From an optimization exercise on the open Yosys and OpenROAD flow, aimed at small area, a short achievable clock period and few clock cycles; shortcuts taken in it are not production practice. RTL that was checked went through simulation tests only; none was proved equivalent to the original. Power and IR drop assume default switching activity.

== main ==
## cnn_layer_top
module cnn_layer_top (
    input  wire                   CLK,
    input  wire                   reset_i,
    input  wire                   start_i,
    output logic                  done_o,
    output logic                  wb_cyc_o,
    output logic                  wb_stb_o,
    output logic                  wb_we_o,
    output cnn_pkg::addr_t        wb_adr_o,
    output cnn_pkg::pixel_t       wb_dat_o,
    input  wire cnn_pkg::pixel_t  wb_dat_i,
    input  wire                   wb_ack_i
);
    typedef logic [15:0] w16_t;
    function automatic w16_t smax(input w16_t a, input w16_t b);
        smax = ($signed(a) > $signed(b)) ? a : b;
    endfunction
    function automatic w16_t add16(input w16_t a, input w16_t b);
        logic [15:0] g, p, gn, pn;
        g = a & b;
        p = a ^ b;
        for (int d = 1; d < 16; d = d * 2) begin
            gn = g;
            pn = p;
            for (int i = d; i < 16; i++) begin
                gn[i] = g[i] | (p[i] & g[i-d]);
                pn[i] = p[i] & p[i-d];
            end
            g = gn;
            p = pn;
        end
        add16 = (a ^ b) ^ {g[14:0], 1'b0};
    endfunction
    logic        busy_q;
    logic        done_q;
    logic        cyc_q;
    logic        we_q;
    logic [6:0]  adr_q;
    w16_t        dat_q;
    logic        kst_q;
    logic [3:0]  lr_q;
  ...
clock: 11.0 ns
lec_check: 0
cap_margin: 20
core_margin: 2
core_utilization: 40
slew_margin: 20
standard.sh (not shown) runs the stock make flow with config.mk's settings and CLKGATE_MAP_FILE= SYNTH_SCRIPT=/design/flow/synth_recipe.tcl, a recipe that flattens the netlist after the stock synthesis.
==> flow/flow/run.sh <==
#!/bin/bash
# Layout flow: the standard ORFS flow, with timing repair aimed at a
# setup slack of 7.2 ns (the clock period and constraints are unchanged).
set -euo pipefail
bash standard.sh SETUP_SLACK_MARGIN=7.2 finish > standard.log 2>&1
diff inputs: main => the feature branch
Settings: CORE_UTILIZATION changed from 40 to 55.
Findings:
- Clock network area share delta (the feature branch -> main): insignificant
- Looking at capture point of the worst path, the dat_q[14] result is from main; the dat_q[15] one comes from the feature branch.
- The feature branch against main: total vias in the final route went down 80, worst-case setup margin in the final layout decreased by 100 ps relative to the old numbers.
- Diff the feature branch and main: weighted congestion at the end of routability-driven global placement lower in the feature branch
- Diff the feature branch..main | async set-reset flop share out of synthesis | unchanged
Function was not checked in any run of this note: the RTL went through the layout flow alone.

========
Setup of oak:
Another version of the RTL of cnn_layer_top (not shown whole).
Size in the first run: roughly 780 flip-flops, roughly 37000 sq um of cells after synthesis.
// cnn_layer_top
module cnn_layer_top (
    input  wire                   CLK,
    input  wire                   reset_i,
    input  wire                   start_i,
    output logic                  done_o,
    output logic                  wb_cyc_o,
    output logic                  wb_stb_o,
    output logic                  wb_we_o,
    output cnn_pkg::addr_t        wb_adr_o,
    output cnn_pkg::pixel_t       wb_dat_o,
    input  wire cnn_pkg::pixel_t  wb_dat_i,
    input  wire                   wb_ack_i
);
    typedef logic [15:0] w16_t;
    function automatic w16_t smax(input w16_t a, input w16_t b);
        smax = ($signed(a) > $signed(b)) ? a : b;
    endfunction
    function automatic w16_t add16(input w16_t a, input w16_t b);
        logic [15:0] g, p, gn, pn;
        g = a & b;
        p = a ^ b;
        for (int d = 1; d < 16; d = d * 2) begin
            gn = g;
            pn = p;
            for (int i = d; i < 16; i++) begin
                gn[i] = g[i] | (p[i] & g[i-d]);
                pn[i] = p[i] & p[i-d];
            end
            g = gn;
            p = pn;
        end
        add16 = (a ^ b) ^ {g[14:0], 1'b0};
    endfunction
    logic        busy_q;
    logic        done_q;
    logic        cyc_q;
    logic        we_q;
    logic [6:0]  adr_q;
    w16_t        dat_q;
    logic        kst_q;
    logic [3:0]  lr_q;
  ...
export LEC_CHECK = 0
export CAP_MARGIN = 20
export CORE_MARGIN = 2
export CORE_UTILIZATION = 40
export CTS_CLUSTER_DIAMETER = 120
export CTS_CLUSTER_SIZE = 25
export SLEW_MARGIN = 20
create_clock -name core_clock -period 11.0 [get_ports {CLK}]
==> flow/flow/run.sh <==
#!/bin/bash
# Layout flow: the standard ORFS flow, with two changes that leave the
# clock period and constraints as they are: timing repair aims at a setup
# slack of 7.45 ns, and the port buffers are buf_4 cells.
set -euo pipefail
bash standard.sh SETUP_SLACK_MARGIN=7.45 "BUFFER_PORTS_ARGS=-buffer_cell sky130_fd_sc_hd__buf_4" finish > standard.log 2>&1
Testbench counts of oak, summed over its fixed seeds: cycles 11,552.
Modified inputs, pine compared to oak
Settings: an added PLACE_DENSITY of 0.7.
==> flow/flow/run.sh <==
#!/bin/bash
# Layout flow: the standard ORFS flow, with two changes that leave the
# clock period and constraints as they are: timing repair aims at a setup
# slack of 7.3 ns, and the port buffers are buf_4 cells.
set -euo pipefail
bash standard.sh SETUP_SLACK_MARGIN=7.3 "BUFFER_PORTS_ARGS=-buffer_cell sky130_fd_sc_hd__buf_4" finish > standard.log 2>&1
Results
- Going from oak to pine, power decreased by 9.3% relative to the old numbers; length of routed met3 wiring went up; fraction of layout instances using a drive strength above 1 fell by 2.9 points.
- Of pine and oak, the run reporting the lower switching part of the total power was pine.

[re-timing with driven ports]
No port has a modelled driver above. Below, the same layouts with a new extraction and two added sets of constraints. Step 1 sets driving cells, clkbuf_16 on the clock port and buf_2 on the other inputs (assumed; they add their load-dependent delay and slew). Step 2 also shifts input and output timing later by t, the mid clock arrival at the registers, as if the neighbouring blocks saw the same clock. a / b / c = ideal ports / drivers / drivers and shift; a / b = the first two.
run | t, ns | setup WS [ns] | clock arrival spread, ns | worst data-port slew with drivers (ns)
main | 0.701 | 6.919 / 6.919 / 6.652 | 0.044 / 0.044 | 0.03
the feature branch | 0.694 | 6.818 / 6.818 / 6.686 | 0.046 / 0.046 | 0.05
oak | 0.665 | 7.344 / 7.344 / 7.081 | 0.037 / 0.036 | 0.05
pine | 0.659 | 7.318 / 7.318 / 6.975 | 0.045 / 0.045 | 0.07
After both steps setup and hold are still met in every run listed. The setup slack of pine, which loses most, moves by 0.000 ns with the drivers and by -0.343 ns with both steps.
